Background: an optimization exercise with open tools, aiming at small area. Do not read the settings as production practice. In this exercise RTL edits were held to simulation tests only and were not proved equivalent to the original. Power and IR drop assume default switching activity.

==> flow/design.v (outline; a module is shown in full before it is edited, if it fits) <==
// module dsi_pattern_top: 434 lines
module dsi_pattern_top (
	input  logic               clk,
	input  logic               i_rst_n,
	output logic               o_lcd_en_vcc,
	output logic               o_lcd_en_vsp,
	output logic               o_lcd_en_vsn,
	output logic               o_lcd_reset,
	output logic               o_lp_en,
	output logic               o_hs_en,
	output dsi_pkg::dsi_word_t o_link_a,
	output dsi_pkg::dsi_word_t o_link_b
);
  // ...
==> flow/flow/run.sh <==
#!/bin/bash
# Standard layout, with two changes:
#  - after the standard synthesis, its combinational logic is mapped again for
#    area (the flip-flops, their names and cell types are left as they are):
#    twenty ABC runs, four at a time: twelve of two optimisation rounds and
#    eight of three, each with its own seeds; the smallest result is kept;
#  - the port buffers are the smallest buffer cell, not the one buffer_ports
#    picks by default.
# Each tool's output goes to a log of its own in the work folder.
set -euo pipefail
W=$(pwd)
R=$W/orfs/results/$FLOW_PLATFORM/dsi_pattern_top/base
LIB=$FLOW_HOME/platforms/$FLOW_PLATFORM/lib/sky130_fd_sc_hd__tt_025C_1v80.lib

bash standard.sh synth > "$W/log_1_synth.log" 2>&1
cp "$R/1_2_yosys.v" "$W/std_synth.v"

mkdir -p "$W/remap"
for s in $(seq 1 20); do
	if (( s <= 12 )); then
		sed -e "s/@S1@/$s/" -e "s/@S2@/$((s + 10))/" "$W/flow/remap.abc" > "$W/remap/remap_$s.abc"
	else
		sed -e "s/@S1@/$((s + 20))/" -e "s/@S2@/$((s + 40))/" -e "s/@S3@/$((s + 60))/" "$W/flow/remap3.abc" > "$W/remap/remap_$s.abc"
	fi
	sed -e "s#@LIB@#$LIB#g" -e "s#@IN@#$W/std_synth.v#" -e "s#@OUT@#$W/remap/remapped_$s.v#" \
		-e "s#@TOP@#$FLOW_TOP#" -e "s#@ABC@#$W/remap/remap_$s.abc#" "$W/flow/remap.ys" > "$W/remap/remap_$s.ys"
	yosys -s "$W/remap/remap_$s.ys" > "$W/log_1_remap_$s.log" 2>&1 &
	if (( s % 4 == 0 )); then
		wait
	fi
done
wait
best=""
best_area=""
for s in $(seq 1 20); do
	a=$(grep "Chip area for module" "$W/log_1_remap_$s.log" | tail -1 | awk '{print $NF}')
	[[ -n "$a" && -f "$W/remap/remapped_$s.v" ]] || continue
	if [[ -z "$best" ]] || awk -v a="$a" -v b="$best_area" 'BEGIN { exit !(a < b) }'; then
		best=$s
		best_area=$a
	fi
done
[[ -n "$best" ]]
echo "remap: kept run $best, area $best_area" > "$W/log_1_remap_choice.log"
cp "$W/remap/remapped_$best.v" "$R/1_2_yosys.v"
rm -f "$R/1_synth.odb" "$R/1_synth.sdc"

BUFFER_PORTS_ARGS="-buffer_cell sky130_fd_sc_hd__buf_1" bash standard.sh finish > "$W/log_2_layout.log" 2>&1
==> flow/flow/remap.abc <==
strash
&get -n
&deepsyn -T 60 -S @S1@
&put
dch
map -a
strash
&get -n
&deepsyn -T 60 -S @S2@
&put
dch
map -a
==> flow/flow/remap.ys <==
# Map the standard synthesis's combinational logic again, for area. The
# flip-flop cells stay black boxes, so they keep their names and types.
read_liberty -ignore_miss_func @LIB@
blackbox sky130_fd_sc_hd__df* sky130_fd_sc_hd__edf* sky130_fd_sc_hd__sdf* sky130_fd_sc_hd__dl* sky130_fd_sc_hd__sedf* sky130_fd_sc_hd__sdl*
read_verilog @IN@
hierarchy -top @TOP@
flatten
opt -purge
abc -liberty @LIB@ -dont_use sky130_fd_sc_hd__probe_p_8 -dont_use sky130_fd_sc_hd__probec_p_8 -dont_use sky130_fd_sc_hd__lpflow_* -script @ABC@
opt_clean -purge
splitnets
opt_clean -purge
hilomap -singleton -hicell sky130_fd_sc_hd__conb_1 HI -locell sky130_fd_sc_hd__conb_1 LO
insbuf -buf sky130_fd_sc_hd__buf_1 A X
read_liberty -lib @LIB@
stat -liberty @LIB@
write_verilog -noattr -nohex -nodec @OUT@
==> flow/flow/remap3.abc <==
strash
&get -n
&deepsyn -T 40 -S @S1@
&put
dch
map -a
strash
&get -n
&deepsyn -T 40 -S @S2@
&put
dch
map -a
strash
&get -n
&deepsyn -T 40 -S @S3@
&put
dch
map -a
==> flow/standard.sh <==
#!/bin/bash
# synth_recipe.tcl (not shown) runs the flow's synth.tcl, then flattens the netlist and writes it again
# the make line also repeats each setting of config.mk as NAME=value (left out here)
make -C /OpenROAD-flow-scripts/flow DESIGN_CONFIG=/design/flow/config.mk WORK_HOME=/design/flow/orfs CLKGATE_MAP_FILE= SYNTH_SCRIPT=/design/flow/synth_recipe.tcl "${@:-finish}"
==> flow/config.mk <==
export PLATFORM = sky130hd
export DESIGN_NAME = dsi_pattern_top
export DESIGN_NICKNAME = dsi_pattern_top
export VERILOG_FILES = /design/flow/design.v
export SDC_FILE = /design/flow/constraint.sdc
export NUM_CORES = 4
export LEC_CHECK = 0
export ABC_AREA = 1
export CAP_MARGIN = 20
export CORE_MARGIN = 2
export CORE_UTILIZATION = 60
export SLEW_MARGIN = 20
==> flow/constraint.sdc <==
create_clock -name core_clock -period 16.0 [get_ports {clk}]
set_input_delay 3.2000 -clock core_clock [delete_from_list [all_inputs] [get_ports {clk}]]
set_output_delay 3.2000 -clock core_clock [all_outputs]
set_load 0.01 [all_outputs]
==> flow_metrics.py, run 1 <==
metrics = {
    "outcome": {
        "outcome": "timing/DRC/antenna clean",
    },
    "power": {
        "top_power_group": "sequential cells",
        "p_clk_share_pct": 32.6,
        "comb-power_uw": 13.7,
        "combinationalPowerShare_pct": 11.4,
        "pwr-share-seq_pct": 55.9,
    },
    "routing": {
        "wl_met2_mm": 5.86,
        "route.met3.wl_mm": 2.08,
        "wl_per_cell_um": 16.7,
    },
    "final_layout": {
        "area_delta_synth_final_pct": 19.7,
        "drive_gt1_share_pct": 1.34,
        "nonClockInverterCount": 110,
        "post-route-util_pct": 74.2,
        "fin_area_sq_mm": 0.00377,
        "regMostFlops": "c",
    },
    "placed_design": {
        "gp_congestion": 1.11,
        "dp_cells": 810,
    },
    "timing": {
        "slew_violations": 0,
        "setup_viol": 0,
        "fin_hold_ws_ns": 0.496,
    },
    "cts": {
        "cts.htree.levels": 1,
        "cts_tree": "built",
        "cts_buffer_depth": 2,
        "clk_pin_slew_ns": 0.09,
    },
    "floorplanning": {
        "pin_count": 136,
        "dieHeight_um": 76.4,
    },
    "critical_path": {
        "cp_common_cell": "nor2_1",
        "critical_path_class": "register to output pin",
        "startpoint_type": "register",
        "critPathLaunch": "g[2]",
        "cp.required_ns": 12.80,
    },
    "synth": {
        "synth_cells": 610,
    },
    "worst_hold_path": {
        "hp-class": "register to register",
    },
}
==> run 2: changes to the inputs <==
==> flow/design.v (replaced) <==
package dsi_pkg;
	typedef struct packed {
		logic [7:0] b;
		logic [7:0] g;
		logic [7:0] r;
	} rgb_t;
	typedef logic [95:0] pixel_quad_t;
	typedef logic [7:0][7:0] dsi_word_t;
endpackage
module dsi_pattern_top(clk, i_rst_n, o_lcd_en_vcc, o_lcd_en_vsp, o_lcd_en_vsn, o_lcd_reset, o_lp_en, o_hs_en, o_link_a, o_link_b);
  input clk;
  wire clk;
  input i_rst_n;
  wire i_rst_n;
  output o_lcd_en_vcc;
  wire o_lcd_en_vcc;
  output o_lcd_en_vsp;
  wire o_lcd_en_vsp;
  output o_lcd_en_vsn;
  wire o_lcd_en_vsn;
  output o_lcd_reset;
  reg o_lcd_reset;
  output o_lp_en;
  wire o_lp_en;
  output o_hs_en;
  wire o_hs_en;
  output [63:0] o_link_a;
  wire [63:0] o_link_a;
  output [63:0] o_link_b;
  wire [63:0] o_link_b;
  wire [7:0] gn0000;
  wire [1:0] gn0001;
  wire gn0002;
  wire gn0003;
  wire gn0004;
  wire gn0005;
  wire gn0006;
  wire gn0007;
  wire gn0008;
  wire gn0009;
  wire gn0010;
  wire gn0011;
  wire gn0012;
  wire gn0013;
  wire gn0014;
  wire gn0015;
  wire gn0016;
  wire gn0017;
  wire gn0018;
  wire gn0019;
  wire gn0020;
  wire gn0021;
  wire gn0022;
  wire gn0023;
  wire gn0024;
  wire gn0025;
  wire gn0026;
  wire gn0027;
  wire gn0028;
  wire gn0029;
  wire gn0030;
  wire gn0031;
  wire gn0032;
  wire gn0033;
  wire gn0034;
  wire gn0035;
  wire gn0036;
  wire gn0037;
  wire gn0038;
  wire gn0039;
  wire gn0040;
  wire gn0041;
  wire gn0042;
  wire gn0043;
  wire gn0044;
  wire gn0045;
  wire gn0046;
  wire gn0047;
  wire gn0048;
  wire gn0049;
  wire gn0050;
  wire gn0051;
  wire gn0052;
  wire gn0053;
  wire gn0054;
  wire gn0055;
  wire gn0056;
  wire gn0057;
  wire gn0058;
  wire gn0059;
  wire gn0060;
  wire gn0061;
  wire gn0062;
  wire gn0063;
  wire gn0064;
  wire gn0065;
  wire gn0066;
  wire gn0067;
  wire gn0068;
  wire gn0069;
  wire gn0070;
  wire gn0071;
  wire gn0072;
  wire gn0073;
  wire gn0074;
  wire gn0075;
  wire gn0076;
  wire gn0077;
  wire gn0078;
  wire gn0079;
  wire gn0080;
  wire gn0081;
  wire gn0082;
  wire gn0083;
  wire gn0084;
  wire gn0085;
  wire gn0086;
  wire gn0087;
  wire gn0088;
  wire gn0089;
  wire gn0090;
  wire gn0091;
  wire gn0092;
  wire gn0093;
  wire gn0094;
  wire gn0095;
  wire gn0096;
  wire gn0097;
  wire gn0098;
  wire gn0099;
  wire gn0100;
  wire gn0101;
  wire gn0102;
  wire gn0103;
  wire gn0104;
  wire gn0105;
  wire gn0106;
  wire gn0107;
  wire gn0108;
  wire gn0109;
  wire gn0110;
  wire gn0111;
  wire gn0112;
  wire gn0113;
  wire gn0114;
  wire gn0115;
  wire gn0116;
  wire gn0117;
  wire gn0118;
  wire gn0119;
  wire gn0120;
  wire gn0121;
  wire gn0122;
  wire gn0123;
  wire gn0124;
  wire gn0125;
  wire gn0126;
  wire gn0127;
  wire gn0128;
  wire gn0129;
  wire gn0130;
  wire gn0131;
  wire gn0132;
  wire gn0133;
  wire gn0134;
  wire gn0135;
  wire gn0136;
  wire gn0137;
  wire gn0138;
  wire gn0139;
  wire gn0140;
  wire gn0141;
  wire gn0142;
  wire gn0143;
  wire gn0144;
  wire gn0145;
  wire gn0146;
  wire gn0147;
  wire gn0148;
  wire gn0149;
  wire gn0150;
  wire gn0151;
  wire gn0152;
  wire gn0153;
  wire gn0154;
  wire gn0155;
  wire gn0156;
  wire gn0157;
  wire gn0158;
  wire gn0159;
  wire gn0160;
  wire gn0161;
  wire gn0162;
  wire gn0163;
  wire gn0164;
  wire gn0165;
  wire gn0166;
  wire gn0167;
  wire gn0168;
  wire gn0169;
  wire gn0170;
  wire gn0171;
  wire gn0172;
  wire gn0173;
  wire gn0174;
  wire gn0175;
  wire gn0176;
  wire gn0177;
  wire gn0178;
  wire gn0179;
  wire gn0180;
  wire gn0181;
  wire gn0182;
  wire gn0183;
  wire gn0184;
  wire gn0185;
  wire gn0186;
  wire gn0187;
  wire gn0188;
  wire gn0189;
  wire gn0190;
  wire gn0191;
  wire gn0192;
  wire gn0193;
  wire gn0194;
  wire gn0195;
  wire gn0196;
  wire gn0197;
  wire gn0198;
  wire gn0199;
  wire gn0200;
  wire gn0201;
  wire gn0202;
  wire gn0203;
  wire gn0204;
  wire gn0205;
  wire gn0206;
  wire gn0207;
  wire gn0208;
  wire gn0209;
  wire gn0210;
  wire gn0211;
  wire gn0212;
  wire gn0213;
  wire gn0214;
  wire gn0215;
  wire gn0216;
  wire gn0217;
  wire gn0218;
  wire gn0219;
  wire gn0220;
  wire gn0221;
  wire gn0222;
  wire gn0223;
  wire gn0224;
  wire gn0225;
  wire gn0226;
  wire gn0227;
  wire gn0228;
  wire gn0229;
  wire gn0230;
  wire gn0231;
  wire gn0232;
  wire gn0233;
  wire gn0234;
  wire gn0235;
  wire gn0236;
  wire gn0237;
  wire gn0238;
  wire gn0239;
  wire gn0240;
  wire gn0241;
  wire gn0242;
  wire gn0243;
  wire gn0244;
  wire gn0245;
  wire gn0246;
  wire gn0247;
  wire gn0248;
  wire gn0249;
  wire gn0250;
  wire gn0251;
  wire gn0252;
  wire gn0253;
  wire gn0254;
  wire gn0255;
  wire gn0256;
  wire gn0257;
  wire gn0258;
  wire gn0259;
  wire gn0260;
  wire gn0261;
  wire gn0262;
  wire gn0263;
  wire gn0264;
  wire gn0265;
  wire gn0266;
  wire gn0267;
  wire gn0268;
  wire gn0269;
  wire gn0270;
  wire gn0271;
  wire gn0272;
  wire gn0273;
  wire gn0274;
  wire gn0275;
  wire gn0276;
  wire gn0277;
  wire gn0278;
  wire gn0279;
  wire gn0280;
  wire gn0281;
  wire gn0282;
  wire gn0283;
  wire gn0284;
  wire gn0285;
  wire gn0286;
  wire gn0287;
  wire gn0288;
  wire gn0289;
  wire gn0290;
  wire gn0291;
  wire gn0292;
  wire gn0293;
  wire gn0294;
  wire gn0295;
  wire gn0296;
  wire gn0297;
  wire gn0298;
  wire gn0299;
  wire gn0300;
  wire gn0301;
  wire gn0302;
  wire gn0303;
  wire gn0304;
  wire gn0305;
  wire gn0306;
  wire gn0307;
  wire gn0308;
  wire gn0309;
  wire gn0310;
  wire gn0311;
  wire gn0312;
  wire gn0313;
  wire gn0314;
  wire gn0315;
  wire gn0316;
  wire gn0317;
  wire gn0318;
  wire gn0319;
  wire gn0320;
  wire gn0321;
  wire gn0322;
  wire gn0323;
  wire gn0324;
  wire gn0325;
  wire gn0326;
  wire gn0327;
  wire gn0328;
  wire gn0329;
  wire gn0330;
  wire gn0331;
  wire gn0332;
  wire gn0333;
  wire gn0334;
  wire gn0335;
  wire gn0336;
  wire gn0337;
  wire gn0338;
  wire gn0339;
  wire gn0340;
  wire gn0341;
  wire gn0342;
  wire gn0343;
  wire gn0344;
  wire gn0345;
  wire gn0346;
  wire gn0347;
  wire gn0348;
  wire gn0349;
  wire gn0350;
  wire gn0351;
  wire gn0352;
  wire gn0353;
  wire gn0354;
  wire gn0355;
  wire gn0356;
  wire gn0357;
  wire gn0358;
  wire gn0359;
  wire gn0360;
  wire gn0361;
  wire gn0362;
  wire gn0363;
  wire gn0364;
  wire gn0365;
  wire gn0366;
  wire gn0367;
  wire gn0368;
  wire gn0369;
  wire gn0370;
  wire gn0371;
  wire gn0372;
  wire gn0373;
  wire gn0374;
  wire gn0375;
  wire gn0376;
  wire gn0377;
  wire gn0378;
  wire gn0379;
  wire gn0380;
  wire gn0381;
  wire gn0382;
  wire gn0383;
  wire gn0384;
  wire gn0385;
  wire gn0386;
  wire gn0387;
  wire gn0388;
  wire gn0389;
  wire gn0390;
  wire gn0391;
  wire gn0392;
  wire gn0393;
  wire gn0394;
  wire gn0395;
  wire gn0396;
  wire gn0397;
  wire gn0398;
  wire gn0399;
  wire gn0400;
  wire gn0401;
  wire gn0402;
  wire gn0403;
  wire gn0404;
  wire gn0405;
  wire gn0406;
  wire gn0407;
  wire gn0408;
  wire gn0409;
  wire gn0410;
  wire gn0411;
  wire gn0412;
  wire gn0413;
  wire gn0414;
  wire gn0415;
  wire gn0416;
  wire gn0417;
  wire gn0418;
  wire gn0419;
  wire gn0420;
  wire gn0421;
  wire gn0422;
  wire gn0423;
  wire gn0424;
  wire gn0425;
  wire gn0426;
  wire gn0427;
  wire gn0428;
  wire gn0429;
  wire gn0430;
  wire gn0431;
  wire gn0432;
  wire gn0433;
  wire gn0434;
  wire gn0435;
  wire gn0436;
  wire gn0437;
  wire gn0438;
  wire gn0439;
  wire gn0440;
  wire gn0441;
  wire gn0442;
  wire gn0443;
  wire gn0444;
  wire gn0445;
  wire gn0446;
  wire gn0447;
  wire gn0448;
  wire gn0449;
  wire gn0450;
  wire gn0451;
  wire gn0452;
  wire gn0453;
  wire gn0454;
  wire gn0455;
  wire gn0456;
  wire gn0457;
  wire gn0458;
  wire gn0459;
  wire gn0460;
  wire gn0461;
  wire gn0462;
  wire gn0463;
  wire gn0464;
  wire gn0465;
  wire gn0466;
  wire gn0467;
  wire gn0468;
  wire gn0469;
  wire gn0470;
  wire gn0471;
  wire gn0472;
  wire gn0473;
  wire gn0474;
  wire gn0475;
  wire gn0476;
  wire gn0477;
  wire gn0478;
  wire gn0479;
  wire gn0480;
  wire gn0481;
  wire gn0482;
  wire gn0483;
  wire gn0484;
  wire gn0485;
  wire gn0486;
  wire gn0487;
  wire gn0488;
  wire gn0489;
  wire gn0490;
  wire gn0491;
  wire gn0492;
  wire gn0493;
  wire gn0494;
  wire gn0495;
  wire gn0496;
  wire gn0497;
  wire gn0498;
  wire gn0499;
  wire gn0500;
  wire gn0501;
  wire gn0502;
  wire gn0503;
  wire gn0504;
  wire gn0505;
  wire gn0506;
  wire gn0507;
  wire gn0508;
  wire gn0509;
  wire gn0510;
  wire gn0511;
  wire gn0512;
  wire gn0513;
  wire gn0514;
  wire gn0515;
  wire gn0516;
  wire gn0517;
  wire gn0518;
  wire gn0519;
  wire gn0520;
  wire gn0521;
  wire gn0522;
  wire gn0523;
  wire gn0524;
  wire gn0525;
  wire gn0526;
  wire gn0527;
  wire gn0528;
  wire gn0529;
  wire gn0530;
  wire gn0531;
  wire gn0532;
  wire gn0533;
  wire gn0534;
  wire gn0535;
  wire gn0536;
  wire gn0537;
  wire gn0538;
  wire gn0539;
  wire gn0540;
  wire gn0541;
  wire gn0542;
  wire gn0543;
  wire gn0544;
  wire gn0545;
  wire gn0546;
  wire gn0547;
  wire gn0548;
  wire gn0549;
  wire gn0550;
  wire gn0551;
  wire gn0552;
  wire gn0553;
  wire gn0554;
  wire gn0555;
  wire gn0556;
  wire gn0557;
  wire gn0558;
  wire gn0559;
  wire gn0560;
  wire gn0561;
  wire gn0562;
  wire gn0563;
  wire gn0564;
  wire gn0565;
  wire gn0566;
  wire gn0567;
  wire gn0568;
  wire gn0569;
  wire gn0570;
  wire gn0571;
  wire gn0572;
  wire gn0573;
  wire [2:0] gn0574;
  wire [2:0] gn0575;
  reg act;
  reg [9:0] c;
  reg dn;
  reg [7:0] g;
  wire line_end;
  reg [1:0] p;
  wire [2:0] ph;
  wire step;
  assign gn0016 = ~c[5];
  assign gn0017 = act & dn;
  assign gn0018 = ~gn0017;
  assign gn0019 = ~c[4];
  assign gn0020 = ~c[3];
  assign gn0021 = c[0] | c[1];
  assign gn0022 = gn0021 | c[2];
  assign gn0023 = gn0020 & ~(gn0022);
  assign gn0024 = ~(gn0023 & gn0019);
  assign gn0025 = gn0024 | gn0018;
  assign gn0026 = gn0023 | gn0019;
  assign gn0027 = gn0026 & gn0024;
  assign gn0028 = gn0017 & ~(gn0027);
  assign gn0029 = ~c[2];
  assign gn0030 = ~(c[0] & c[1]);
  assign gn0031 = gn0030 | gn0029;
  assign gn0032 = gn0031 | gn0020;
  assign gn0033 = gn0032 | gn0019;
  assign gn0034 = c[4] & ~(act);
  assign gn0035 = ~c[7];
  assign gn0036 = ~(c[5] & c[1]);
  assign gn0037 = gn0036 | gn0035;
  assign gn0038 = gn0034 & ~(gn0037);
  assign gn0039 = gn0038 | gn0017;
  assign gn0040 = gn0032 & ~(c[4]);
  assign gn0041 = gn0040 | gn0039;
  assign gn0042 = gn0033 & ~(gn0041);
  assign gn0010 = gn0042 | gn0028;
  assign gn0043 = gn0010 | gn0026;
  assign gn0044 = gn0016 ? gn0025 : gn0043;
  assign gn0045 = ~(gn0038 | c[6]);
  assign gn0012 = gn0044 ? c[6] : gn0045;
  assign gn0046 = ~(g[6] & g[5]);
  assign gn0047 = g[1] & ~(gn0046);
  assign gn0048 = g[4] & p[1];
  assign gn0049 = g[7] | ~(gn0048);
  assign line_end = gn0047 & ~(gn0049);
  assign gn0050 = g[2] & g[3];
  assign gn0051 = ~(gn0050 & g[1]);
  assign gn0052 = g[0] & ~(gn0051);
  assign gn0053 = ~g[3];
  assign gn0054 = ~g[2];
  assign gn0055 = g[0] & g[1];
  assign gn0056 = gn0055 & ~(gn0054);
  assign gn0057 = gn0053 & ~(gn0056);
  assign gn0058 = gn0057 | line_end;
  assign gn0000[3] = ~(gn0058 | gn0052);
  assign gn0059 = gn0055 | g[2];
  assign gn0060 = gn0056 | ~(gn0059);
  assign gn0000[2] = ~(gn0060 | line_end);
  assign gn0061 = ~(g[0] | g[1]);
  assign gn0062 = gn0061 | gn0055;
  assign gn0000[1] = ~(gn0062 | line_end);
  assign gn0063 = ~g[0];
  assign gn0000[0] = line_end | gn0063;
  assign gn0001[0] = ~(p[0] | p[1]);
  assign gn0006 = ~(gn0038 | c[0]);
  assign gn0064 = ~gn0039;
  assign gn0065 = ~(gn0030 & gn0021);
  assign gn0007 = gn0065 ? gn0017 : gn0064;
  assign gn0066 = ph[0] & ph[1];
  assign gn0575[2] = gn0066 ^ o_lcd_reset;
  assign gn0067 = gn0043 | gn0016;
  assign gn0068 = gn0045 | gn0067;
  assign gn0069 = gn0025 | c[5];
  assign gn0070 = gn0069 | c[6];
  assign gn0071 = gn0070 & gn0068;
  assign gn0013 = gn0071 ^ gn0035;
  assign o_lcd_en_vsp = ph[1] | o_lcd_reset;
  assign o_lcd_en_vcc = o_lcd_en_vsp | ph[0];
  assign gn0574[0] = ~ph[0];
  assign gn0072 = ~(c[7] & c[6]);
  assign gn0073 = ~(c[3] & c[1]);
  assign gn0074 = o_lcd_reset | g[4];
  assign gn0075 = gn0074 | gn0073;
  assign gn0076 = gn0075 | gn0072;
  assign gn0077 = gn0047 & ~(gn0076);
  assign gn0078 = c[1] | ~(c[3]);
  assign gn0079 = c[7] | ~(c[2]);
  assign gn0080 = gn0079 | gn0078;
  assign gn0081 = c[6] | c[5];
  assign gn0082 = gn0081 | ~(gn0034);
  assign gn0083 = gn0082 | gn0080;
  assign gn0084 = c[0] | ~(o_lcd_reset);
  assign gn0085 = gn0084 | ~(line_end);
  assign gn0086 = ~(gn0085 | gn0083);
  assign gn0087 = gn0066 ? gn0077 : gn0086;
  assign gn0088 = p[0] & ~(g[6]);
  assign gn0089 = gn0088 & ~(ph[1]);
  assign gn0090 = ph[0] | ~(g[0]);
  assign gn0091 = c[7] & g[4];
  assign gn0092 = g[5] & ~(c[6]);
  assign gn0093 = ~(gn0092 & gn0091);
  assign gn0094 = gn0093 | gn0090;
  assign gn0095 = gn0089 & ~(gn0094);
  assign gn0096 = ph[1] & ~(ph[0]);
  assign gn0097 = c[0] | ~(c[5]);
  assign gn0098 = gn0096 & ~(gn0097);
  assign gn0099 = g[5] | ~(g[6]);
  assign gn0100 = gn0048 & ~(gn0099);
  assign gn0101 = ph[1] | ~(ph[0]);
  assign gn0102 = gn0101 | gn0081;
  assign gn0103 = gn0100 & ~(gn0102);
  assign gn0104 = gn0103 | gn0098;
  assign gn0105 = c[7] | ~(g[1]);
  assign gn0106 = gn0104 & ~(gn0105);
  assign gn0107 = gn0106 | gn0095;
  assign gn0108 = c[3] | c[4];
  assign gn0109 = o_lcd_reset | c[2];
  assign gn0110 = ~(gn0109 | gn0108);
  assign gn0111 = ~(gn0110 & gn0050);
  assign gn0112 = gn0107 & ~(gn0111);
  assign step = gn0112 | gn0087;
  assign gn0575[1] = gn0096 | ~(gn0101);
  assign gn0113 = gn0030 ^ gn0029;
  assign gn0114 = gn0113 & ~(gn0039);
  assign gn0115 = ~(gn0021 & gn0029);
  assign gn0116 = c[2] & ~(gn0021);
  assign gn0117 = gn0116 | gn0018;
  assign gn0118 = gn0115 & ~(gn0117);
  assign gn0008 = gn0118 | gn0114;
  assign gn0119 = gn0043 & gn0025;
  assign gn0011 = gn0119 ^ gn0016;
  assign gn0120 = gn0022 ^ c[3];
  assign gn0121 = gn0017 & ~(gn0120);
  assign gn0122 = gn0031 ^ gn0020;
  assign gn0123 = gn0122 & ~(gn0039);
  assign gn0009 = gn0123 | gn0121;
  assign gn0124 = ~(g[3] & g[4]);
  assign gn0125 = gn0056 & ~(gn0124);
  assign gn0126 = line_end | ~(gn0125);
  assign gn0127 = g[5] & ~(gn0126);
  assign gn0128 = gn0127 | g[6];
  assign gn0129 = gn0125 & ~(gn0046);
  assign gn0130 = gn0129 & ~(line_end);
  assign gn0000[6] = gn0128 & ~(gn0130);
  assign gn0131 = ph[1] & o_lcd_reset;
  assign gn0132 = ~gn0131;
  assign gn0133 = g[3] | g[4];
  assign gn0134 = gn0054 & ~(gn0133);
  assign gn0135 = ~(gn0134 | gn0046);
  assign gn0136 = g[7] | ~(act);
  assign gn0137 = gn0136 | gn0135;
  assign gn0138 = gn0137 | gn0132;
  assign gn0139 = p[1] & ~(gn0138);
  assign gn0140 = gn0081 | ~(gn0040);
  assign gn0141 = ~(c[8] & c[7]);
  assign gn0142 = gn0140 & ~(gn0141);
  assign gn0143 = c[9] | ~(dn);
  assign gn0144 = gn0143 | gn0142;
  assign gn0145 = ~g[5];
  assign gn0146 = g[2] & ~(gn0061);
  assign gn0147 = gn0146 | g[3];
  assign gn0148 = ~g[4];
  assign gn0149 = ~g[6];
  assign gn0150 = gn0149 & ~(gn0050);
  assign gn0151 = gn0150 | gn0148;
  assign gn0152 = gn0147 & ~(gn0151);
  assign gn0153 = gn0145 & ~(gn0152);
  assign gn0154 = ~(g[2] | g[1]);
  assign gn0155 = gn0154 & ~(g[0]);
  assign gn0156 = gn0155 | gn0145;
  assign gn0157 = ~(gn0156 | gn0124);
  assign gn0158 = gn0157 | gn0153;
  assign gn0159 = gn0144 & ~(gn0158);
  assign gn0160 = gn0139 & ~(gn0159);
  assign gn0161 = g[6] & ~(gn0154);
  assign gn0162 = p[0] & ~(gn0138);
  assign gn0163 = g[6] | g[5];
  assign gn0164 = ~(gn0154 & gn0149);
  assign gn0165 = ~(gn0164 | gn0133);
  assign gn0166 = gn0163 & ~(gn0165);
  assign gn0167 = gn0166 | ~(gn0156);
  assign gn0168 = gn0059 & ~(gn0149);
  assign gn0169 = gn0133 & ~(gn0149);
  assign gn0170 = gn0169 | ~(gn0046);
  assign gn0171 = ~(gn0170 | gn0168);
  assign gn0172 = ~gn0171;
  assign gn0173 = gn0167 & ~(gn0172);
  assign gn0174 = ~(gn0173 | gn0144);
  assign gn0175 = gn0162 & ~(gn0174);
  assign gn0176 = gn0149 & ~(gn0157);
  assign gn0177 = gn0176 | ~(gn0144);
  assign gn0178 = gn0177 & gn0175;
  assign gn0179 = gn0178 & ~(gn0161);
  assign gn0180 = g[3] ^ c[6];
  assign gn0181 = ~(g[1] ^ c[4]);
  assign gn0182 = ~(g[0] ^ c[3]);
  assign gn0183 = ~(gn0182 & gn0181);
  assign gn0184 = gn0183 | gn0180;
  assign gn0185 = ~(g[2] & c[5]);
  assign gn0186 = g[2] | c[5];
  assign gn0187 = gn0186 & gn0185;
  assign gn0188 = c[7] | g[4];
  assign gn0189 = gn0188 & ~(gn0091);
  assign gn0190 = gn0189 | gn0187;
  assign gn0191 = ~(c[9] ^ g[6]);
  assign gn0192 = ~(c[8] ^ g[5]);
  assign gn0193 = ~(gn0192 & gn0191);
  assign gn0194 = gn0193 | gn0190;
  assign gn0195 = gn0194 | gn0184;
  assign gn0196 = gn0162 & ~(gn0195);
  assign gn0197 = c[1] | ~(c[0]);
  assign gn0198 = c[2] & ~(gn0197);
  assign gn0199 = gn0198 & gn0196;
  assign gn0200 = ~gn0031;
  assign gn0201 = gn0195 | ~(gn0139);
  assign gn0202 = gn0200 & ~(gn0201);
  assign gn0203 = c[8] | c[7];
  assign gn0204 = gn0203 | c[9];
  assign gn0205 = gn0204 | gn0081;
  assign gn0206 = gn0205 | gn0024;
  assign gn0207 = ~(gn0206 | gn0138);
  assign gn0208 = gn0138 | ~(gn0001[0]);
  assign gn0209 = ~(gn0208 | gn0195);
  assign gn0210 = c[0] | ~(c[1]);
  assign gn0211 = gn0029 & ~(gn0210);
  assign gn0212 = ~gn0211;
  assign gn0213 = gn0209 & ~(gn0212);
  assign gn0214 = gn0213 | gn0207;
  assign gn0215 = gn0214 | gn0202;
  assign gn0216 = gn0215 | gn0199;
  assign gn0217 = g[7] & act;
  assign gn0218 = ~(gn0217 & gn0052);
  assign gn0219 = gn0218 | gn0132;
  assign gn0220 = p[0] & ~(gn0219);
  assign gn0221 = ~(gn0131 & gn0001[0]);
  assign gn0222 = g[3] | ~(g[7]);
  assign gn0223 = gn0222 | ~(gn0154);
  assign gn0224 = ~(gn0223 | gn0221);
  assign gn0225 = ~(gn0224 | gn0220);
  assign gn0226 = c[0] & ~(gn0083);
  assign gn0227 = gn0090 | g[2];
  assign gn0228 = ~(g[1] & p[1]);
  assign gn0229 = gn0228 | gn0222;
  assign gn0230 = gn0229 | gn0227;
  assign gn0231 = gn0226 & ~(gn0230);
  assign gn0232 = gn0225 & ~(gn0231);
  assign gn0233 = ~(gn0218 | gn0001[0]);
  assign gn0234 = p[0] & ~(gn0223);
  assign gn0235 = gn0132 | ~(gn0137);
  assign gn0236 = gn0235 | gn0234;
  assign gn0237 = gn0236 | gn0233;
  assign gn0238 = gn0232 & ~(gn0237);
  assign gn0239 = gn0208 | gn0174;
  assign gn0240 = gn0238 | ~(gn0239);
  assign gn0241 = gn0240 | gn0216;
  assign gn0242 = gn0241 | gn0179;
  assign o_link_a[62] = gn0242 | gn0160;
  assign gn0243 = gn0144 | gn0138;
  assign gn0244 = gn0243 | gn0172;
  assign gn0245 = gn0001[0] & ~(gn0244);
  assign gn0246 = gn0167 & ~(gn0001[0]);
  assign gn0247 = gn0246 & ~(gn0243);
  assign gn0248 = gn0247 | gn0245;
  assign gn0249 = ~gn0237;
  assign gn0250 = gn0249 | gn0216;
  assign o_link_a[61] = gn0250 | gn0248;
  assign gn0251 = gn0225 & ~(gn0237);
  assign gn0252 = p[1] & ~(gn0243);
  assign gn0253 = gn0170 | gn0161;
  assign gn0254 = gn0253 | ~(gn0252);
  assign gn0255 = gn0167 & ~(gn0254);
  assign gn0256 = gn0255 | gn0251;
  assign gn0257 = gn0243 | ~(p[0]);
  assign gn0258 = gn0167 & ~(gn0257);
  assign gn0259 = gn0208 | gn0144;
  assign gn0260 = gn0167 & ~(gn0259);
  assign gn0261 = gn0260 & ~(gn0172);
  assign gn0262 = gn0261 | gn0258;
  assign gn0263 = gn0262 | gn0216;
  assign o_link_a[60] = gn0263 | gn0256;
  assign gn0264 = gn0161 & ~(gn0001[0]);
  assign gn0265 = ~(gn0264 | gn0244);
  assign gn0266 = gn0265 & gn0167;
  assign gn0267 = gn0266 | gn0216;
  assign gn0268 = p[0] | ~(p[1]);
  assign gn0269 = ~(gn0268 | gn0219);
  assign gn0270 = ~(gn0061 & act);
  assign gn0271 = gn0270 | gn0133;
  assign gn0272 = gn0271 | gn0221;
  assign gn0273 = gn0135 & ~(gn0272);
  assign gn0274 = gn0273 | gn0269;
  assign gn0275 = ~(gn0274 | gn0236);
  assign gn0276 = gn0235 | gn0052;
  assign gn0277 = ~(gn0276 | gn0275);
  assign gn0278 = gn0277 | gn0252;
  assign o_link_a[59] = gn0278 | gn0267;
  assign gn0279 = gn0231 & ~(gn0235);
  assign gn0280 = gn0279 | gn0224;
  assign gn0281 = gn0280 | gn0274;
  assign gn0282 = gn0281 | ~(gn0254);
  assign o_link_a[58] = gn0282 | gn0267;
  assign gn0283 = gn0279 | gn0273;
  assign gn0284 = gn0252 & gn0167;
  assign gn0285 = gn0284 | gn0283;
  assign o_link_a[57] = gn0285 | gn0263;
  assign gn0286 = gn0273 | gn0224;
  assign gn0287 = gn0286 | gn0245;
  assign o_link_a[56] = gn0287 | gn0267;
  assign gn0288 = gn0144 & gn0139;
  assign gn0289 = ~(gn0288 | gn0255);
  assign gn0290 = gn0196 & gn0116;
  assign gn0291 = gn0290 | gn0215;
  assign gn0292 = gn0177 & ~(gn0239);
  assign gn0293 = gn0292 | gn0291;
  assign gn0294 = gn0293 | ~(gn0289);
  assign gn0295 = g[1] | g[5];
  assign gn0296 = gn0053 & ~(gn0295);
  assign gn0297 = gn0159 & ~(gn0296);
  assign gn0298 = gn0175 & ~(gn0297);
  assign gn0299 = gn0298 | gn0238;
  assign o_link_a[55] = gn0299 | gn0294;
  assign gn0300 = gn0162 & ~(gn0297);
  assign gn0301 = gn0300 | gn0277;
  assign o_link_a[54] = gn0301 | gn0294;
  assign gn0302 = gn0291 | gn0260;
  assign gn0303 = gn0235 | gn0233;
  assign gn0304 = ~(gn0303 | gn0280);
  assign gn0305 = gn0304 | gn0302;
  assign gn0306 = gn0258 | ~(gn0254);
  assign o_link_a[53] = gn0306 | gn0305;
  assign gn0307 = gn0173 & ~(gn0257);
  assign gn0308 = gn0307 | gn0255;
  assign o_link_a[52] = gn0308 | gn0305;
  assign gn0309 = gn0291 | gn0261;
  assign gn0310 = gn0232 & ~(gn0236);
  assign gn0311 = gn0310 | ~(gn0257);
  assign gn0312 = gn0311 | gn0255;
  assign o_link_a[51] = gn0312 | gn0309;
  assign gn0313 = gn0308 | gn0273;
  assign gn0314 = gn0171 & ~(gn0257);
  assign gn0315 = gn0314 | gn0313;
  assign o_link_a[50] = gn0315 | gn0309;
  assign gn0316 = gn0258 | gn0255;
  assign gn0317 = gn0302 | gn0273;
  assign o_link_a[49] = gn0317 | gn0316;
  assign gn0318 = gn0306 & ~(gn0172);
  assign gn0319 = gn0309 | gn0274;
  assign o_link_a[48] = gn0319 | gn0318;
  assign gn0320 = gn0177 & ~(gn0289);
  assign gn0321 = gn0320 | gn0175;
  assign gn0322 = gn0029 & ~(gn0197);
  assign gn0323 = gn0322 & gn0209;
  assign gn0324 = gn0323 | gn0207;
  assign gn0325 = gn0324 | gn0290;
  assign gn0326 = gn0325 | gn0202;
  assign gn0327 = gn0326 | gn0321;
  assign gn0328 = gn0061 & ~(gn0163);
  assign gn0329 = gn0297 & ~(gn0328);
  assign gn0330 = ~(gn0329 | gn0208);
  assign gn0331 = gn0330 | gn0269;
  assign o_link_a[46] = gn0331 | gn0327;
  assign gn0332 = gn0314 | gn0269;
  assign gn0333 = gn0307 | gn0284;
  assign gn0334 = gn0259 | ~(gn0166);
  assign gn0335 = ~gn0334;
  assign gn0336 = gn0335 | gn0333;
  assign gn0337 = gn0336 | gn0326;
  assign o_link_a[45] = gn0337 | gn0332;
  assign gn0338 = gn0171 & ~(gn0334);
  assign gn0339 = gn0338 | gn0307;
  assign gn0340 = gn0326 | gn0285;
  assign o_link_a[44] = gn0340 | gn0339;
  assign gn0341 = gn0313 | ~(gn0259);
  assign o_link_a[43] = gn0341 | gn0326;
  assign gn0342 = gn0308 | gn0245;
  assign gn0343 = gn0326 | gn0224;
  assign o_link_a[42] = gn0343 | gn0342;
  assign o_link_a[41] = gn0337 | gn0286;
  assign gn0344 = gn0339 | gn0255;
  assign gn0345 = gn0344 | gn0314;
  assign gn0346 = gn0345 | gn0279;
  assign o_link_a[40] = gn0346 | gn0326;
  assign gn0347 = c[2] & ~(gn0210);
  assign gn0348 = gn0347 & ~(gn0201);
  assign gn0349 = gn0348 | gn0325;
  assign gn0350 = gn0349 | gn0269;
  assign o_link_a[37] = gn0350 | gn0248;
  assign gn0351 = gn0338 | gn0316;
  assign gn0352 = gn0350 | gn0224;
  assign o_link_a[36] = gn0352 | gn0351;
  assign gn0353 = gn0339 | gn0252;
  assign o_link_a[35] = gn0353 | gn0352;
  assign gn0354 = gn0338 | gn0318;
  assign gn0355 = gn0279 | gn0269;
  assign gn0356 = gn0355 | gn0349;
  assign o_link_a[34] = gn0356 | gn0354;
  assign gn0357 = gn0338 | gn0247;
  assign o_link_a[33] = gn0357 | gn0350;
  assign gn0358 = gn0349 | gn0280;
  assign o_link_a[32] = gn0358 | gn0342;
  assign gn0359 = gn0220 | ~(gn0254);
  assign gn0360 = gn0029 & ~(gn0030);
  assign gn0361 = gn0360 & gn0196;
  assign gn0362 = gn0361 | gn0348;
  assign gn0363 = gn0362 | gn0324;
  assign gn0364 = gn0363 | gn0335;
  assign gn0365 = gn0364 | gn0258;
  assign o_link_a[29] = gn0365 | gn0359;
  assign gn0366 = gn0224 & ~(gn0226);
  assign gn0367 = gn0366 | gn0279;
  assign gn0368 = gn0367 | gn0364;
  assign o_link_a[28] = gn0368 | gn0308;
  assign gn0369 = gn0363 | gn0345;
  assign gn0370 = gn0355 | ~(gn0257);
  assign o_link_a[27] = gn0370 | gn0369;
  assign gn0371 = gn0275 & ~(gn0366);
  assign o_link_a[26] = gn0371 | gn0369;
  assign gn0372 = gn0256 & ~(gn0281);
  assign gn0373 = gn0372 | gn0224;
  assign o_link_a[25] = gn0373 | gn0365;
  assign gn0374 = gn0224 ? gn0226 : gn0220;
  assign gn0375 = gn0374 | gn0363;
  assign o_link_a[24] = gn0375 | gn0354;
  assign gn0376 = ~(gn0328 & gn0134);
  assign gn0377 = ~(gn0195 | gn0022);
  assign gn0378 = gn0376 & ~(gn0377);
  assign gn0379 = ~(gn0378 | gn0208);
  assign gn0380 = gn0379 | gn0207;
  assign gn0381 = gn0380 | gn0362;
  assign gn0382 = gn0381 | gn0321;
  assign gn0383 = ~(gn0154 & g[5]);
  assign gn0384 = gn0144 & ~(gn0383);
  assign gn0385 = gn0331 & ~(gn0384);
  assign o_link_a[22] = gn0385 | gn0382;
  assign o_link_a[17] = gn0381 | gn0336;
  assign o_link_a[21] = o_link_a[17] | gn0332;
  assign gn0386 = gn0381 | gn0338;
  assign gn0387 = gn0333 | gn0274;
  assign o_link_a[20] = gn0387 | gn0386;
  assign o_link_a[19] = gn0381 | gn0341;
  assign o_link_a[16] = gn0386 | gn0315;
  assign gn0388 = gn0198 & ~(gn0201);
  assign gn0389 = gn0388 | gn0380;
  assign gn0390 = gn0389 | gn0361;
  assign gn0391 = gn0390 | gn0279;
  assign o_link_a[13] = gn0391 | gn0248;
  assign o_link_a[11] = gn0391 | gn0353;
  assign gn0392 = gn0359 | gn0339;
  assign o_link_a[10] = gn0392 | gn0390;
  assign gn0393 = ~(gn0281 | gn0236);
  assign gn0394 = gn0393 | gn0357;
  assign o_link_a[9] = gn0394 | gn0390;
  assign o_link_a[8] = gn0391 | gn0342;
  assign gn0395 = gn0196 & ~(gn0212);
  assign gn0396 = gn0395 | gn0389;
  assign gn0397 = gn0396 | gn0335;
  assign gn0398 = gn0366 | gn0306;
  assign o_link_a[5] = gn0398 | gn0397;
  assign gn0399 = gn0393 | gn0344;
  assign o_link_a[4] = gn0399 | gn0397;
  assign gn0400 = gn0396 | ~(gn0257);
  assign o_link_a[3] = gn0400 | gn0399;
  assign o_link_a[2] = gn0396 | gn0346;
  assign gn0401 = gn0396 | gn0275;
  assign o_link_a[0] = gn0401 | gn0354;
  assign gn0402 = g[3] | c[6];
  assign gn0403 = gn0402 & ~(gn0189);
  assign gn0404 = gn0182 | gn0181;
  assign gn0405 = gn0404 | gn0403;
  assign gn0406 = gn0180 ? gn0185 : gn0186;
  assign gn0407 = gn0406 | gn0405;
  assign gn0408 = gn0035 & ~(gn0402);
  assign gn0409 = c[8] & ~(gn0408);
  assign gn0410 = gn0191 & ~(gn0409);
  assign gn0411 = gn0192 | gn0188;
  assign gn0412 = gn0402 | gn0091;
  assign gn0413 = g[5] ? c[9] : c[8];
  assign gn0414 = gn0412 & ~(gn0413);
  assign gn0415 = gn0411 & ~(gn0414);
  assign gn0416 = gn0415 | gn0410;
  assign gn0417 = gn0416 | gn0407;
  assign gn0418 = gn0417 | gn0208;
  assign gn0419 = gn0198 & ~(gn0418);
  assign gn0420 = gn0417 | gn0022;
  assign gn0421 = gn0047 & ~(gn0063);
  assign gn0422 = gn0420 & ~(gn0421);
  assign gn0423 = gn0139 & ~(gn0422);
  assign gn0424 = gn0423 | gn0207;
  assign gn0425 = gn0424 | gn0419;
  assign gn0426 = gn0417 | ~(gn0162);
  assign gn0427 = gn0360 & ~(gn0426);
  assign gn0428 = gn0427 | gn0425;
  assign o_link_b[53] = gn0428 | gn0304;
  assign gn0429 = gn0347 & ~(gn0418);
  assign gn0430 = gn0429 | gn0427;
  assign gn0431 = gn0430 | gn0424;
  assign o_link_b[45] = gn0431 | gn0269;
  assign gn0432 = gn0417 | ~(gn0139);
  assign gn0433 = gn0322 & ~(gn0432);
  assign gn0434 = gn0433 | gn0207;
  assign gn0435 = gn0434 | gn0430;
  assign o_link_b[37] = gn0435 | gn0269;
  assign gn0436 = gn0116 & ~(gn0426);
  assign gn0437 = gn0436 | gn0434;
  assign gn0438 = gn0437 | gn0429;
  assign o_link_b[29] = gn0438 | gn0220;
  assign gn0439 = gn0200 & ~(gn0418);
  assign gn0440 = gn0439 | gn0437;
  assign o_link_b[21] = gn0440 | gn0269;
  assign gn0441 = gn0211 & ~(gn0432);
  assign gn0442 = gn0439 | gn0207;
  assign gn0443 = gn0442 | gn0441;
  assign gn0444 = gn0443 | gn0436;
  assign o_link_b[13] = gn0444 | gn0279;
  assign gn0445 = gn0198 & ~(gn0426);
  assign gn0446 = gn0445 | gn0443;
  assign o_link_b[5] = gn0446 | gn0366;
  assign gn0447 = gn0211 & ~(gn0426);
  assign gn0448 = gn0447 | gn0425;
  assign gn0449 = gn0162 & gn0144;
  assign gn0450 = gn0056 & ~(gn0149);
  assign gn0451 = ~gn0450;
  assign gn0452 = gn0163 | g[4];
  assign gn0453 = gn0051 & ~(gn0452);
  assign gn0454 = ~(gn0453 | gn0170);
  assign gn0455 = ~(gn0454 & gn0451);
  assign gn0456 = gn0449 & ~(gn0455);
  assign gn0457 = g[3] & ~(gn0154);
  assign gn0458 = gn0457 | g[4];
  assign gn0459 = gn0458 & ~(gn0145);
  assign gn0460 = gn0145 & ~(gn0458);
  assign gn0461 = gn0460 | gn0453;
  assign gn0462 = gn0461 | gn0459;
  assign gn0463 = gn0450 | gn0169;
  assign gn0464 = gn0462 & ~(gn0463);
  assign gn0465 = gn0288 & ~(gn0464);
  assign gn0466 = gn0465 | gn0456;
  assign gn0467 = gn0144 & ~(gn0208);
  assign gn0468 = gn0467 & gn0453;
  assign gn0469 = gn0468 | gn0238;
  assign gn0470 = gn0469 | gn0466;
  assign o_link_b[62] = gn0470 | gn0448;
  assign gn0471 = gn0265 | gn0251;
  assign o_link_b[60] = gn0471 | gn0448;
  assign gn0472 = ~gn0243;
  assign gn0473 = gn0472 & ~(gn0266);
  assign gn0474 = gn0448 | gn0277;
  assign o_link_b[59] = gn0474 | gn0473;
  assign gn0475 = ~(gn0243 | gn0167);
  assign gn0476 = gn0475 | gn0281;
  assign o_link_b[58] = gn0476 | gn0448;
  assign gn0477 = gn0283 | gn0266;
  assign o_link_b[57] = gn0477 | gn0448;
  assign gn0478 = gn0286 | ~(gn0243);
  assign o_link_b[56] = gn0478 | gn0448;
  assign gn0479 = gn0467 & gn0454;
  assign gn0480 = gn0052 | g[4];
  assign gn0481 = gn0480 | g[5];
  assign gn0482 = gn0148 & ~(gn0059);
  assign gn0483 = gn0459 & ~(gn0482);
  assign gn0484 = gn0481 & ~(gn0483);
  assign gn0485 = gn0484 | gn0169;
  assign gn0486 = gn0462 & ~(gn0485);
  assign gn0487 = gn0449 & ~(gn0486);
  assign gn0488 = gn0453 & gn0288;
  assign gn0489 = gn0488 | gn0487;
  assign gn0490 = gn0449 & ~(gn0451);
  assign gn0491 = gn0490 | gn0489;
  assign gn0492 = gn0491 | gn0479;
  assign gn0493 = gn0492 | gn0428;
  assign o_link_b[55] = gn0493 | gn0238;
  assign o_link_b[54] = gn0493 | gn0277;
  assign gn0494 = gn0314 | gn0265;
  assign o_link_b[52] = gn0494 | o_link_b[53];
  assign gn0495 = g[6] & ~(gn0228);
  assign gn0496 = gn0495 | ~(gn0173);
  assign gn0497 = gn0496 & ~(gn0243);
  assign gn0498 = gn0497 | gn0310;
  assign o_link_b[51] = gn0498 | gn0428;
  assign gn0499 = gn0475 | gn0273;
  assign o_link_b[50] = gn0499 | gn0428;
  assign gn0500 = gn0428 | gn0261;
  assign o_link_b[49] = gn0500 | gn0313;
  assign gn0501 = gn0273 | ~(gn0243);
  assign gn0502 = gn0501 | gn0269;
  assign o_link_b[48] = gn0502 | gn0428;
  assign gn0503 = gn0288 & ~(gn0455);
  assign gn0504 = gn0485 & gn0467;
  assign gn0505 = gn0453 & gn0449;
  assign gn0506 = gn0505 | gn0504;
  assign gn0507 = gn0506 | gn0503;
  assign o_link_b[47] = gn0507 | gn0431;
  assign o_link_b[46] = gn0507 | o_link_b[45];
  assign gn0508 = gn0431 | gn0283;
  assign o_link_b[44] = gn0508 | gn0494;
  assign gn0509 = ~(gn0259 | gn0166);
  assign gn0510 = gn0509 | gn0497;
  assign gn0511 = gn0510 | gn0273;
  assign o_link_b[43] = gn0511 | gn0431;
  assign gn0512 = gn0510 & ~(g[6]);
  assign gn0513 = gn0431 | gn0224;
  assign o_link_b[42] = gn0513 | gn0512;
  assign gn0514 = gn0431 | gn0286;
  assign o_link_b[41] = gn0514 | gn0344;
  assign gn0515 = gn0279 | ~(gn0243);
  assign o_link_b[40] = gn0515 | gn0431;
  assign gn0516 = o_link_b[37] | gn0224;
  assign o_link_b[36] = gn0516 | gn0494;
  assign o_link_b[35] = gn0516 | gn0510;
  assign gn0517 = gn0512 | gn0279;
  assign o_link_b[34] = gn0517 | o_link_b[37];
  assign o_link_b[33] = o_link_b[37] | gn0344;
  assign gn0518 = gn0280 | ~(gn0243);
  assign o_link_b[32] = gn0518 | gn0435;
  assign gn0519 = gn0438 | gn0367;
  assign o_link_b[28] = gn0519 | gn0494;
  assign gn0520 = gn0510 | gn0355;
  assign o_link_b[27] = gn0520 | gn0438;
  assign gn0521 = gn0438 | gn0371;
  assign o_link_b[26] = gn0521 | gn0512;
  assign gn0522 = gn0438 | gn0339;
  assign o_link_b[25] = gn0522 | gn0373;
  assign gn0523 = gn0374 | ~(gn0243);
  assign o_link_b[24] = gn0523 | gn0438;
  assign o_link_b[23] = gn0507 | gn0440;
  assign o_link_b[22] = gn0507 | o_link_b[21];
  assign gn0524 = gn0494 | gn0273;
  assign o_link_b[20] = gn0524 | o_link_b[21];
  assign o_link_b[19] = gn0511 | gn0440;
  assign o_link_b[16] = gn0501 | gn0440;
  assign o_link_b[11] = gn0510 | o_link_b[13];
  assign gn0525 = gn0444 | gn0220;
  assign o_link_b[10] = gn0525 | gn0512;
  assign o_link_b[9] = gn0444 | gn0399;
  assign o_link_b[8] = o_link_b[13] | gn0472;
  assign gn0526 = gn0446 | gn0393;
  assign o_link_b[4] = gn0526 | gn0494;
  assign o_link_b[3] = gn0526 | gn0510;
  assign o_link_b[2] = gn0517 | gn0446;
  assign gn0527 = gn0275 | ~(gn0243);
  assign o_link_b[0] = gn0527 | gn0446;
  assign gn0528 = ~(gn0072 | gn0067);
  assign gn0529 = gn0035 & ~(gn0070);
  assign gn0530 = ~(gn0529 | gn0528);
  assign gn0531 = c[8] | ~(gn0530);
  assign gn0532 = c[8] & ~(gn0530);
  assign gn0533 = gn0532 | gn0038;
  assign gn0014 = gn0531 & ~(gn0533);
  assign o_link_b[12] = gn0494 | gn0444;
  assign gn0534 = ~(gn0452 | gn0052);
  assign gn0535 = gn0534 | gn0170;
  assign gn0536 = gn0467 & ~(gn0535);
  assign gn0537 = gn0536 | gn0438;
  assign o_link_b[30] = gn0537 | gn0491;
  assign o_link_a[18] = gn0381 | gn0342;
  assign o_link_b[1] = gn0446 | gn0344;
  assign gn0538 = ~(gn0467 | gn0338);
  assign gn0539 = gn0178 | ~(gn0538);
  assign gn0540 = ~(gn0289 | gn0159);
  assign gn0541 = gn0540 | gn0539;
  assign o_link_a[15] = gn0541 | gn0390;
  assign gn0542 = gn0162 & ~(gn0329);
  assign gn0543 = gn0542 | ~(gn0289);
  assign gn0544 = gn0543 & ~(gn0174);
  assign gn0545 = gn0177 & ~(gn0538);
  assign gn0546 = gn0545 | gn0363;
  assign o_link_a[31] = gn0546 | gn0544;
  assign gn0547 = gn0539 | gn0160;
  assign o_link_a[14] = gn0547 | gn0390;
  assign o_link_a[39] = gn0541 | gn0349;
  assign o_link_a[12] = gn0390 | gn0351;
  assign gn0548 = gn0536 | gn0489;
  assign o_link_b[6] = gn0548 | gn0446;
  assign o_link_a[30] = gn0546 | gn0543;
  assign o_link_a[38] = gn0547 | gn0349;
  assign o_link_b[61] = gn0448 | gn0249;
  assign gn0549 = gn0534 & gn0467;
  assign gn0550 = gn0549 | gn0466;
  assign o_link_b[38] = gn0550 | gn0435;
  assign gn0551 = ~dn;
  assign gn0552 = c[9] & c[8];
  assign gn0553 = gn0552 & ~(gn0033);
  assign gn0554 = gn0551 & ~(gn0553);
  assign gn0004 = act & ~(gn0554);
  assign gn0555 = ~(gn0538 | gn0164);
  assign gn0556 = gn0545 | gn0396;
  assign gn0557 = gn0556 | gn0555;
  assign o_link_a[7] = gn0557 | gn0544;
  assign gn0558 = gn0206 & ~(gn0551);
  assign gn0559 = gn0004 & ~(gn0558);
  assign gn0002 = line_end & ~(gn0559);
  assign o_link_a[6] = gn0557 | gn0543;
  assign gn0560 = c[8] ? gn0528 : gn0529;
  assign gn0561 = ~(gn0560 & c[9]);
  assign gn0562 = ~(gn0560 | c[9]);
  assign gn0563 = gn0562 | gn0038;
  assign gn0015 = gn0561 & ~(gn0563);
  assign gn0564 = gn0484 & gn0288;
  assign gn0565 = gn0564 | gn0444;
  assign o_link_b[14] = gn0565 | gn0550;
  assign o_link_a[63] = gn0540 | gn0242;
  assign gn0566 = ~(gn0038 | act);
  assign gn0003 = line_end & ~(gn0566);
  assign gn0567 = gn0206 | ~(gn0017);
  assign gn0005 = gn0567 & ~(gn0566);
  assign o_link_a[1] = gn0397 | gn0316;
  assign gn0568 = gn0129 & ~(g[7]);
  assign gn0569 = g[7] & ~(gn0129);
  assign gn0570 = gn0569 | line_end;
  assign gn0000[7] = gn0570 | gn0568;
  assign gn0571 = gn0538 | gn0329;
  assign o_link_a[47] = gn0327 | ~(gn0571);
  assign gn0000[5] = gn0145 ? gn0125 : gn0126;
  assign gn0001[1] = p[0] & ~(p[1]);
  assign gn0572 = ~(gn0571 | gn0384);
  assign o_link_a[23] = gn0572 | gn0382;
  assign o_lcd_en_vsn = gn0066 | o_lcd_reset;
  assign gn0573 = gn0086 & ~(gn0574[0]);
  assign o_hs_en = gn0573 | gn0131;
  assign o_lp_en = o_lcd_en_vsn & ~(o_hs_en);
  assign gn0000[4] = gn0480 & gn0126;
  assign o_link_b[18] = gn0512 | gn0440;
  assign o_link_b[17] = gn0440 | gn0344;
  always @(posedge clk, negedge i_rst_n)
    if (!i_rst_n) act <= 1'h1;
    else if (line_end) act <= gn0005;
  always @(posedge clk, negedge i_rst_n)
    if (!i_rst_n) g[0] <= 1'h1;
    else if (p[1]) g[0] <= gn0000[0];
  always @(posedge clk, negedge i_rst_n)
    if (!i_rst_n) g[1] <= 1'h1;
    else if (p[1]) g[1] <= gn0000[1];
  always @(posedge clk, negedge i_rst_n)
    if (!i_rst_n) g[2] <= 1'h0;
    else if (p[1]) g[2] <= gn0000[2];
  always @(posedge clk, negedge i_rst_n)
    if (!i_rst_n) g[3] <= 1'h1;
    else if (p[1]) g[3] <= gn0000[3];
  always @(posedge clk, negedge i_rst_n)
    if (!i_rst_n) g[4] <= 1'h1;
    else if (p[1]) g[4] <= gn0000[4];
  always @(posedge clk, negedge i_rst_n)
    if (!i_rst_n) g[5] <= 1'h0;
    else if (p[1]) g[5] <= gn0000[5];
  always @(posedge clk, negedge i_rst_n)
    if (!i_rst_n) g[6] <= 1'h0;
    else if (p[1]) g[6] <= gn0000[6];
  always @(posedge clk, negedge i_rst_n)
    if (!i_rst_n) g[7] <= 1'h0;
    else if (p[1]) g[7] <= gn0000[7];
  always @(posedge clk, negedge i_rst_n)
    if (!i_rst_n) dn <= 1'h1;
    else if (gn0003) dn <= gn0004;
  reg \ph_reg[0] ;
  always @(posedge clk, negedge i_rst_n)
    if (!i_rst_n) \ph_reg[0]  <= 1'h0;
    else if (step) \ph_reg[0]  <= gn0574[0];
  assign ph[0] = \ph_reg[0] ;
  reg \ph_reg[1] ;
  always @(posedge clk, negedge i_rst_n)
    if (!i_rst_n) \ph_reg[1]  <= 1'h0;
    else if (step) \ph_reg[1]  <= gn0575[1];
  assign ph[1] = \ph_reg[1] ;
  always @(posedge clk, negedge i_rst_n)
    if (!i_rst_n) o_lcd_reset <= 1'h0;
    else if (step) o_lcd_reset <= gn0575[2];
  always @(posedge clk, negedge i_rst_n)
    if (!i_rst_n) c[0] <= 1'h1;
    else if (gn0002) c[0] <= gn0006;
  always @(posedge clk, negedge i_rst_n)
    if (!i_rst_n) c[1] <= 1'h1;
    else if (gn0002) c[1] <= gn0007;
  always @(posedge clk, negedge i_rst_n)
    if (!i_rst_n) c[2] <= 1'h0;
    else if (gn0002) c[2] <= gn0008;
  always @(posedge clk, negedge i_rst_n)
    if (!i_rst_n) c[3] <= 1'h0;
    else if (gn0002) c[3] <= gn0009;
  always @(posedge clk, negedge i_rst_n)
    if (!i_rst_n) c[4] <= 1'h0;
    else if (gn0002) c[4] <= gn0010;
  always @(posedge clk, negedge i_rst_n)
    if (!i_rst_n) c[5] <= 1'h0;
    else if (gn0002) c[5] <= gn0011;
  always @(posedge clk, negedge i_rst_n)
    if (!i_rst_n) c[6] <= 1'h1;
    else if (gn0002) c[6] <= gn0012;
  always @(posedge clk, negedge i_rst_n)
    if (!i_rst_n) c[7] <= 1'h0;
    else if (gn0002) c[7] <= gn0013;
  always @(posedge clk, negedge i_rst_n)
    if (!i_rst_n) c[8] <= 1'h0;
    else if (gn0002) c[8] <= gn0014;
  always @(posedge clk, negedge i_rst_n)
    if (!i_rst_n) c[9] <= 1'h1;
    else if (gn0002) c[9] <= gn0015;
  always @(posedge clk, negedge i_rst_n)
    if (!i_rst_n) p[0] <= 1'h0;
    else p[0] <= gn0001[0];
  always @(posedge clk, negedge i_rst_n)
    if (!i_rst_n) p[1] <= 1'h1;
    else p[1] <= gn0001[1];
  assign gn0575[0] = gn0574[0];
  assign gn0574[2:1] = { o_lcd_reset, ph[1] };
  assign ph[2] = o_lcd_reset;
  assign { o_link_b[63], o_link_b[39], o_link_b[31], o_link_b[15], o_link_b[7] } = { o_link_b[62], o_link_b[38], o_link_b[30], o_link_b[14], o_link_b[6] };
endmodule
==> flow/flow/run.sh (replaced) <==
#!/bin/bash
# Standard layout, with two changes:
#  - after the standard synthesis, its combinational logic is mapped again for
#    area (the flip-flops, their names and cell types are left as they are);
#  - the port buffers are the smallest buffer cell, not the one buffer_ports
#    picks by default.
# Each tool's output goes to a log of its own in the work folder.
set -euo pipefail
W=$(pwd)
R=$W/orfs/results/$FLOW_PLATFORM/dsi_pattern_top/base
LIB=$FLOW_HOME/platforms/$FLOW_PLATFORM/lib/sky130_fd_sc_hd__tt_025C_1v80.lib

bash standard.sh synth > "$W/log_1_synth.log" 2>&1
cp "$R/1_2_yosys.v" "$W/std_synth.v"

mkdir -p "$W/remap"
cp "$W/flow/remap.abc" "$W/remap/remap.abc"
sed -e "s#@LIB@#$LIB#g" -e "s#@IN@#$W/std_synth.v#" -e "s#@OUT@#$W/remap/remapped.v#" \
	-e "s#@TOP@#$FLOW_TOP#" -e "s#@ABC@#$W/remap/remap.abc#" "$W/flow/remap.ys" > "$W/remap/remap.ys"
yosys -s "$W/remap/remap.ys" > "$W/log_1_remap.log" 2>&1
cp "$W/remap/remapped.v" "$R/1_2_yosys.v"
rm -f "$R/1_synth.odb" "$R/1_synth.sdc"

BUFFER_PORTS_ARGS="-buffer_cell sky130_fd_sc_hd__buf_1" bash standard.sh finish > "$W/log_2_layout.log" 2>&1
==> flow/flow/remap.abc (replaced) <==
strash
&get -n
&deepsyn -T 60
&put
dch
map -a
--- a/flow/flow/remap.ys
+++ b/flow/flow/remap.ys
@@ -6,12 +6,12 @@
 hierarchy -top @TOP@
 flatten
 opt -purge
 abc -liberty @LIB@ -dont_use sky130_fd_sc_hd__probe_p_8 -dont_use sky130_fd_sc_hd__probec_p_8 -dont_use sky130_fd_sc_hd__lpflow_* -script @ABC@
 opt_clean -purge
 splitnets
 opt_clean -purge
 hilomap -singleton -hicell sky130_fd_sc_hd__conb_1 HI -locell sky130_fd_sc_hd__conb_1 LO
-insbuf -buf sky130_fd_sc_hd__buf_1 A X
+insbuf -buf sky130_fd_sc_hd__buf_4 A X
 read_liberty -lib @LIB@
 stat -liberty @LIB@
 write_verilog -noattr -nohex -nodec @OUT@
==> flow/config.mk (replaced) <==
export PLATFORM = sky130hd
export DESIGN_NAME = dsi_pattern_top
export DESIGN_NICKNAME = dsi_pattern_top
export VERILOG_FILES = /design/flow/design.v
export SDC_FILE = /design/flow/constraint.sdc
export NUM_CORES = 4
export LEC_CHECK = 0
export ABC_AREA = 1
export CAP_MARGIN = 20
export CORE_MARGIN = 2
export CORE_UTILIZATION = 55
export SLEW_MARGIN = 20
removed: flow/flow/remap3.abc
==> run 2 against run 1 <==
Effect of this change: setup slack gained 0.49 ns; combinational power down 89%; fmax grew 6.3%; sequential power fell by 5.1%.
==> flow_metrics.py, run 2 <==
metrics = {
    "outcome": {
        "outcome": "timing/DRC/antenna clean",
    },
    "job": {
        "cap_viol_max_count": 0,
    },
    "critical_path": {
        "critPathLaunch": "c[1]",
        "critPathCapture": "o_link_a[27]",
        "cp_common_cell": "nor2_1",
        "path_cells": "clkinv_1, nor2_1, clkinv_1, nor2_1, nand2_1, a311oi_1, nor2_1, clkinv_1, nor2_1, clkinv_1, nor2_1, clkinv_1, nor2_1, a21oi_1, clkinv_1, nor2_1, clkinv_1, nor2_1, clkinv_1, nor2_1, nand3_1, buf_1",
        "startpoint_type": "register",
        "rr_endpoint": "c[8]",
        "cp-end-kind": "output pin",
        "cp.arrival_ns": 4.52,
        "rr_worst_depth": 11,
        "critical_path_class": "register to output pin",
        "crit_fanout": 8,
        "r2r_slack_ns": 12.66,
        "max_stage_delay_ns": 0.61,
        "cp.required_ns": 12.80,
        "timing.rr.start": "g[6]",
        "cp_slowest_cell": "dfstp_2",
    },
    "timing": {
        "fmax_ghz": 0.129,
        "finalSetupTns_ns": 0,
        "post-route-period-util_pct": 48.3,
        "rsz0062_at_grt": "false",
        "maxSlewHeadroom_pct": 30.6,
        "slew_violations": 0,
        "min_period_ns": 7.72,
        "setup_viol": 0,
        "clock_skew_ns": 0.00642,
        "hold_viol_final": 0,
        "max_slew.worst_pin.slew_ns": 1.03,
    },
    "synth": {
        "avgSynthCellArea_sq_um": 5.33,
        "synth_cells": 635,
        "yosysWarnings": 1,
        "syn-cell-area_sq_mm": 0.00338,
        "syn_nets": 637,
    },
    "final_layout": {
        "antenna_cells": 0,
        "final_cell_mix": "151 x nor2_1, 135 x buf_1, 124 x nand2_1, 108 x clkinv_1, 68 x nand3_1",
        "fin_area_sq_mm": 0.00401,
        "regMostFlops": "c",
        "multi_input_area_sq_mm": 0.00230,
        "drive_gt1_share_pct": 2.85,
        "layout.nets": 774,
        "post-route-util_pct": 67.7,
        "area_delta_synth_final_pct": 18.5,
        "largestRegisters": "c (10), g (8)",
        "regArea_sq_um": 639,
        "final_common_cell": "nor2_1",
        "fillers": 571,
        "largest_register_ffs": 10,
    },
    "cts": {
        "clk_latency_ns": 0.28,
        "cts_buffer_depth": 2,
        "cts_setup_buffers": 0,
        "postCtsHoldBufs": 0,
        "clk_pin_slew_ns": 0.09,
        "cts_sinks": 25,
        "cts_buffers": 3,
        "cts_tree": "built",
        "post_cts_resized": 0,
        "cts.htree.levels": 1,
        "clock-root-buffer": "clkbuf_8",
    },
    "routing": {
        "drt-total-wl_mm": 15.3,
        "drt-initial-drc-count": 919,
        "wl_per_cell_um": 18.1,
        "first_pass_iters": 7,
        "viasPerCell": 6.39,
        "postRouteAntennaNets": 0,
        "drc": 0,
        "vias": 5406,
    },
    "floorplanning": {
        "die_w_um": 82.4,
        "pin_count": 136,
        "dieHeight_um": 82.4,
        "num_rows": 28,
        "die_area_sq_mm": 0.00679,
        "core_area_sq_mm": 0.00592,
        "start_util_pct": 57.1,
    },
    "power": {
        "switching_share_pct": 21.8,
        "p_clk_share_pct": 37.5,
        "power_switching_uw": 22.6,
        "vdd_ir_drop_max_mv": 0.0340,
        "p_leak_nw": 2.09,
        "internal_power_uw": 81.0,
        "power_density_mw_per_mm2": 25.8,
        "combinationalPowerShare_pct": 1.4,
        "pwr-share-seq_pct": 61.1,
    },
    "global_route": {
        "antenna_found_initial": 0,
        "grt_use_total_pct": 44.5,
        "grt_max_degree": 26,
        "grt-ovfl-total": 0,
        "grt_pass1_vias": 4726,
        "grt_pass1_wl_mm": 23.1,
    },
    "placed_design": {
        "gp_congestion": 1.10,
        "io_buffer_count": 135,
        "hpwl_mm": 12.3,
        "dpl_cell_area_sq_mm": 0.00396,
    },
    "worst_hold_path": {
        "worstHoldStart": "dn",
        "hp-class": "register to register",
    },
}
==> run 2: cell type report <==
cell class / count / share of cell area, %
Timing Repair Buffer: 137 / 13.0
Tap cell: 75 / 2.34
Clock buffer: 3 / 1.03
Clock inverter: 1 / 0.125
Inverter: 108 / 10.1
Sequential cell: 25 / 16.0
Multi-Input combinational cell: 497 / 57.4
==> run 2: power groups by stage <==
stage / Combinational [mW] / Clock (mW) / Sequential [mW]
finish: 0.00149 / 0.0388 / 0.0633
floorplan: 0.00000162 / 0 / 0.0644
global route: 0.00182 / 0.0417 / 0.0633
global placement: 0.00147 / 0 / 0.0644
CTS: 0.00153 / 0.0390 / 0.0633
detailed placement: 0.00154 / 0 / 0.0644
==> run 2: critical path: cells and delay by family, from the launching register on <==
kind,cells,cell delay [ns]
DFF,1,0.61
and+or+nand+nor,11,1.83
AOI/OAI and AO/OA,2,0.51
buffers and inverters,9,1.26
==> run 2: layer usage <==
metal  track usage (%)  vias to the layer above  wire length (um)
met5                 0                        -                 0
met4              20.8                        0               739
met3              14.1                      109              2460
li1                  -                     2369                 -
met1              57.7                     2381              5590
met2              66.9                      547              6520
==> run 2: worst min path at each step <==
stage               to  slack, ns  depth (start not counted)
floorplan           dn       0.49                          2
global placement    dn       0.50                          2
detailed placement  dn       0.51                          2
CTS                 dn       0.52                          2
global route        dn       0.56                          2
finish              dn       0.53                          2
==> run 2: through the flow <==
stage / total power [mW] / hold slack (ns) / instances / worst slack [ns]
floorplan: 0.0644 / 0.487 / 635 / 9.72
detailed placement: 0.0660 / 0.511 / 842 / 8.85
global placement: 0.0659 / 0.503 / 842 / 8.82
finish: 0.104 / 0.526 / 846 / 8.28
CTS: 0.104 / 0.524 / 846 / 8.53
global route: 0.107 / 0.555 / 846 / 7.88

==> port drivers added, routing unchanged <==
How much do the figures lean on ideal ports? The routed layouts below were timed once more, with nothing changed but the port constraints.
Step 1: set_driving_cell puts a clkbuf_16 on clk and a buf_2 on each other input, an assumption about the parent block.
Step 2 moves the port delays by t, midway between the first and last clock arrival at a register: inputs arrive t later, outputs are due t later. That takes back most of the time a late clock gives input paths.
Slacks: ideal ports / drivers / drivers and shift; pairs: ideal ports / drivers.
| run | t (ns) | setup slack, ns | hold slack, ns | slew at the worst register clock pin (ns) |
|---|---|---|---|---|
| run 1 | 0.300 | 7.789 / 7.761 / 8.061 | 0.496 / 0.496 / 0.496 | 0.09 / 0.09 |
| run 2 | 0.298 | 8.277 / 8.252 / 8.550 | 0.526 / 0.526 / 0.526 | 0.09 / 0.09 |
After both steps every run listed still meets setup and hold.
